What follows belongs to an exercise in optimizing a design on an open flow for small area and few clock cycles; a production flow would make more cautious choices. At most, simulation tests tie the RTL to the original design; equivalence was not proved. No activity file was given, so power comes from the tool's default toggle rates.

## v19
==> flow/design.v <==
package nnd_pkg;
	localparam int DIM_W = 9;
	localparam int OY_W = 6;
	localparam int CH_W = 8;
	localparam int OP_W = 2;
	localparam int CFG_IDX_W = 1;
	localparam int OUT_SIZE_DEF = 50;
	localparam int MAX_SOURCE_DIM_DEF = 256;
	localparam int PW = 4 * CH_W;
	localparam int NS = OUT_SIZE_DEF;
	localparam logic [OP_W-1:0] OP_PUSH = 2'd0;
	localparam logic [OP_W-1:0] OP_REPLAY = 2'd1;
	localparam logic [OP_W-1:0] OP_RESTART = 2'd2;
endpackage
module nnd_ctrl (
	input  logic [8:0] d,
	output logic [7:0] vm1
);
	always_comb begin
		if (d[8]) vm1 = 8'd255;
		else if (d[7:0] == 8'd0) vm1 = 8'd0;
		else vm1 = d[7:0] - 8'd1;
	end
endmodule
module nnd_dp (
	input  logic        clk,
	input  logic        push,
	input  logic [31:0] pdata,
	input  logic        pop,
	input  logic        flush,
	output logic        room,
	output logic        head_v,
	output logic [31:0] head
);
	localparam int NS = nnd_pkg::NS;
	logic [31:0] d [NS];
	logic [NS-1:0] v, h, take;
	always_comb begin
		for (int i = 0; i < NS; i++) begin
			h[i] = !v[i] || (i == 0 ? pop : h[i-1]);
			if (i < NS - 1) take[i] = v[i+1] && h[i];
			else take[i] = push && (h[i] || flush);
		end
	end
	always_ff @(posedge clk) begin
		for (int i = 0; i < NS; i++) begin
			if (flush) v[i] <= take[i] && i == NS - 1;
			else v[i] <= take[i] || (v[i] && !(i == 0 ? pop : h[i-1]));
		end
	end
	always_ff @(posedge clk) begin
		for (int i = 0; i < NS; i++) begin
			if (take[i]) d[i] <= (i == NS - 1) ? pdata : d[(i + 1) % NS];
		end
	end
	assign room = h[NS-1];
	assign head_v = v[0];
	assign head = d[0];
endmodule
module nearest_neighbour_downscaler #(
	parameter int OUT_SIZE = nnd_pkg::OUT_SIZE_DEF,
	parameter int MAX_SOURCE_DIM = nnd_pkg::MAX_SOURCE_DIM_DEF
) (
	input  logic                            clk,
	input  logic                            arst_n,
	input  logic                            cfg_valid,
	output logic                            cfg_ready,
	input  logic [nnd_pkg::CFG_IDX_W-1:0]   cfg_index,
	input  logic [nnd_pkg::DIM_W-1:0]       cfg_data,
	input  logic                            in_valid,
	output logic                            in_ready,
	input  logic [nnd_pkg::OP_W-1:0]        operation,
	input  logic [nnd_pkg::CH_W-1:0]        red_in,
	input  logic [nnd_pkg::CH_W-1:0]        green_in,
	input  logic [nnd_pkg::CH_W-1:0]        blue_in,
	input  logic [nnd_pkg::CH_W-1:0]        alpha_in,
	output logic                            out_valid,
	input  logic                            out_ready,
	output logic [nnd_pkg::CH_W-1:0]        red_out,
	output logic [nnd_pkg::CH_W-1:0]        green_out,
	output logic [nnd_pkg::CH_W-1:0]        blue_out,
	output logic [nnd_pkg::CH_W-1:0]        alpha_out,
	output logic [nnd_pkg::OY_W-1:0]        out_column,
	output logic [nnd_pkg::OY_W-1:0]        out_line,
	output logic                            row_last,
	output logic                            replay_pending,
	output logic                            image_done
);
	logic [7:0] wn_q, hn_q, wm1, hm1;
	logic [7:0] cfg_vm1;
	logic big;
	logic [7:0] col_q, g_q;
	logic fin;
	logic [5:0] orow_q;
	logic [8:0] e_q;
	logic fresh_q;
	logic e_act_q;
	logic [5:0] ox_q;
	logic op_push, op_rep, op_rst;
	logic col_last, emit_row, sampled, rep_ok, rep_may, dead;
	logic xfer, ox_last, pop, e_end, act_free, stall, acc;
	logic do_push, do_we, do_emit, do_rst;
	logic [8:0] gw, gm, gd, eh, em, ed;
	logic ac;
	logic room, head_v, fpush, flush, recirc;
	logic [31:0] rdata, pdata;
	assign cfg_ready = 1'b1;
	nnd_ctrl u_cfg (
		.d   (cfg_data),
		.vm1 (cfg_vm1)
	);
	always_ff @(posedge clk or negedge arst_n) begin
		if (!arst_n) begin
			wn_q <= '0;
			hn_q <= '0;
		end else if (cfg_valid) begin
			if (cfg_index == 1'b0) begin
				wn_q <= ~cfg_vm1;
			end else begin
				hn_q <= ~cfg_vm1;
			end
		end
	end
	assign wm1 = ~wn_q;
	assign hm1 = ~hn_q;
	assign big = wm1 >= 8'd49;
	assign out_valid = e_act_q && head_v;
	assign xfer = out_valid && out_ready;
	assign ox_last = ox_q == 6'd49;
	assign gw = {1'b0, g_q} + {1'b0, wm1} + 9'd1;
	assign gm = (big && !sampled) ? {1'b0, g_q} : gw;
	assign gd = gm - 9'd50;
	assign ac = !gd[8];
	assign pop = xfer && (big || ac || ox_last);
	assign e_end = xfer && ox_last;
	assign act_free = !e_act_q || e_end;
	assign op_push = operation == nnd_pkg::OP_PUSH;
	assign op_rep = operation == nnd_pkg::OP_REPLAY;
	assign op_rst = operation == nnd_pkg::OP_RESTART;
	assign col_last = col_q == wm1;
	assign emit_row = !e_q[8] && e_q[7:0] < 8'd50;
	assign rep_may = e_q >= 9'd462;
	assign dead = e_q[8] && !rep_may;
	assign sampled = !big || g_q < 8'd50;
	assign rep_ok = !fin && col_q == 8'd0 && rep_may;
	assign fin = orow_q[5] && orow_q[4] && orow_q[1];
	always_comb begin
		stall = 1'b0;
		case (operation)
			nnd_pkg::OP_PUSH: stall = !fin && (rep_may && e_act_q ||
				emit_row && ((sampled && (!fresh_q ? e_act_q : !room)) || (col_last && !act_free)));
			nnd_pkg::OP_REPLAY: stall = rep_ok && !act_free;
			nnd_pkg::OP_RESTART: stall = e_act_q;
			default: stall = 1'b0;
		endcase
	end
	assign in_ready = !stall;
	assign acc = in_valid && !stall;
	assign do_push = acc && op_push && !fin;
	assign do_we = do_push && emit_row && sampled;
	assign do_emit = (do_push && col_last && emit_row) || (acc && op_rep && rep_ok);
	assign do_rst = acc && op_rst;
	assign eh = e_q + {1'b0, hm1} + 9'd1;
	assign em = emit_row ? eh : e_q;
	assign ed = em - 9'd50;
	always_ff @(posedge clk or negedge arst_n) begin
		if (!arst_n) begin
			col_q <= '0;
			orow_q <= '0;
			e_q <= '0;
		end else if (do_rst) begin
			col_q <= '0;
			orow_q <= '0;
			e_q <= '0;
		end else begin
			if (do_push) begin
				if (col_last) begin
					col_q <= '0;
					if (!emit_row && !dead) e_q <= ed;
				end else begin
					col_q <= col_q + 8'd1;
				end
			end
			if (do_emit) begin
				orow_q <= orow_q + 6'd1;
				e_q <= emit_row ? ed : eh;
			end
		end
	end
	always_ff @(posedge clk or negedge arst_n) begin
		if (!arst_n) g_q <= '0;
		else if (do_rst || (big ? do_push && col_last : do_emit)) g_q <= '0;
		else if (big ? do_push : xfer) g_q <= 8'((big || ac) ? gd : gm);
	end
	always_ff @(posedge clk or negedge arst_n) begin
		if (!arst_n) begin
			e_act_q <= 1'b0;
		end else if (do_emit) begin
			e_act_q <= 1'b1;
		end else if (e_end) begin
			e_act_q <= 1'b0;
		end
	end
	always_ff @(posedge clk) begin
		if (do_emit) ox_q <= '0;
		else if (xfer) ox_q <= ox_q + 6'd1;
	end
	always_ff @(posedge clk or negedge arst_n) begin
		if (!arst_n) begin
			fresh_q <= 1'b0;
		end else if (do_rst || (e_end && rep_may)) begin
			fresh_q <= 1'b0;
		end else if (do_emit || flush) begin
			fresh_q <= 1'b1;
		end
	end
	assign flush = do_we && !fresh_q;
	assign recirc = pop && rep_may;
	assign fpush = do_we || recirc;
	assign pdata = ({32{do_we}} & {alpha_in, blue_in, green_in, red_in}) | ({32{recirc}} & rdata);
	nnd_dp u_store (
		.clk    (clk),
		.push   (fpush),
		.pdata  (pdata),
		.pop    (pop),
		.flush  (flush),
		.room   (room),
		.head_v (head_v),
		.head   (rdata)
	);
	assign red_out = rdata[7:0];
	assign green_out = rdata[15:8];
	assign blue_out = rdata[23:16];
	assign alpha_out = rdata[31:24];
	assign out_column = ox_q;
	assign out_line = orow_q - 6'd1;
	assign row_last = ox_last;
	assign replay_pending = !fin && rep_may;
	assign image_done = ox_last && fin;
endmodule
clock: 10.0 ns
lec_check: 0
cap_margin: 0
core_margin: 2
core_utilization: 60
slew_margin: 0
synth_memory_max_bits: 16384
standard.sh (not shown) runs the stock make flow with config.mk's settings and CLKGATE_MAP_FILE= SYNTH_SCRIPT=/design/flow/synth_recipe.tcl, a recipe that flattens the netlist after the stock synthesis.
==> flow/flow/run.sh <==
#!/bin/bash
# Standard layout with two changes: the port buffers are buf_1 cells, and clock tree
# synthesis uses clkbuf_8 clusters of at most 20 sinks without dummy loads.
set -euo pipefail
export BUFFER_PORTS_ARGS="-buffer_cell sky130_fd_sc_hd__buf_1"
export CTS_ARGS="-sink_clustering_enable -repair_clock_nets -sink_clustering_size 20 -sink_clustering_max_diameter 60 -buf_list sky130_fd_sc_hd__clkbuf_8 -dont_use_dummy_load"
bash standard.sh > standard.log 2>&1
diff inputs: v19 => v32
--- a/flow/design.v
+++ b/flow/design.v
@@ -206,14 +206,16 @@
 		else if (xfer) ox_q <= ox_q + 6'd1;
 	end
 	always_ff @(posedge clk or negedge arst_n) begin
 		if (!arst_n) begin
 			fresh_q <= 1'b0;
-		end else if (do_rst || (e_end && rep_may)) begin
+		end else if (do_rst) begin
 			fresh_q <= 1'b0;
 		end else if (do_emit || flush) begin
 			fresh_q <= 1'b1;
+		end else if (e_end && rep_may) begin
+			fresh_q <= 1'b0;
 		end
 	end
 	assign flush = do_we && !fresh_q;
 	assign recirc = pop && rep_may;
 	assign fpush = do_we || recirc;
Notes after the runs:
Between v32 and v19, it is v32 whose proportion of power drawn by combinational gates is higher, by 3.2 points.
Critical path depth: v32 and v19 compared, lower one is v19
Delta (v32 minus v19): switching power higher; routed wire length lower; post-route clock period utilization higher; number of placed I/O pins roughly the same.
v19 → v32: synthesized cell count down 14; total clock buffers created by CTS flat; area of the multi-input gates up about 1.5%.
Testbench counts of v32, summed over its fixed seeds: cycles 685,379.
No functional check of the RTL was part of v19.

[static timing again, ports no longer ideal]
In the flow no input, the clock included, has a driving cell. The finished layouts below were timed again as built, in two steps. Step 1 (the two cells are an assumption about what drives the block):
set clk [get_ports {clk}]
set_driving_cell -lib_cell sky130_fd_sc_hd__clkbuf_16 $clk
set_driving_cell -lib_cell sky130_fd_sc_hd__buf_2 [delete_from_list [all_inputs] $clk]
Step 2 times the ports against the registers' clock, not the clock port: input delays grow and output delays shrink by t, the midpoint of the rising clock arrivals with the driver on. a / b / c = ideal ports / drivers / drivers and shift; a / b = the first two.
| run | t (ns) | setup WS [ns] | hold WS [ns] | worst data-port slew with drivers (ns) |
|---|---|---|---|---|
| v19 | 0.797 | 3.737 / 3.712 / 3.712 | 0.360 / 0.360 / 0.360 | 0.05 |
| v32 | 0.811 | 3.249 / 3.183 / 3.886 | 0.381 / 0.381 / 0.381 | 0.08 |
After both steps every run listed still meets setup and hold. The setup slack of v19, which loses most, moves by -0.025 ns with the drivers and by -0.025 ns with both steps.
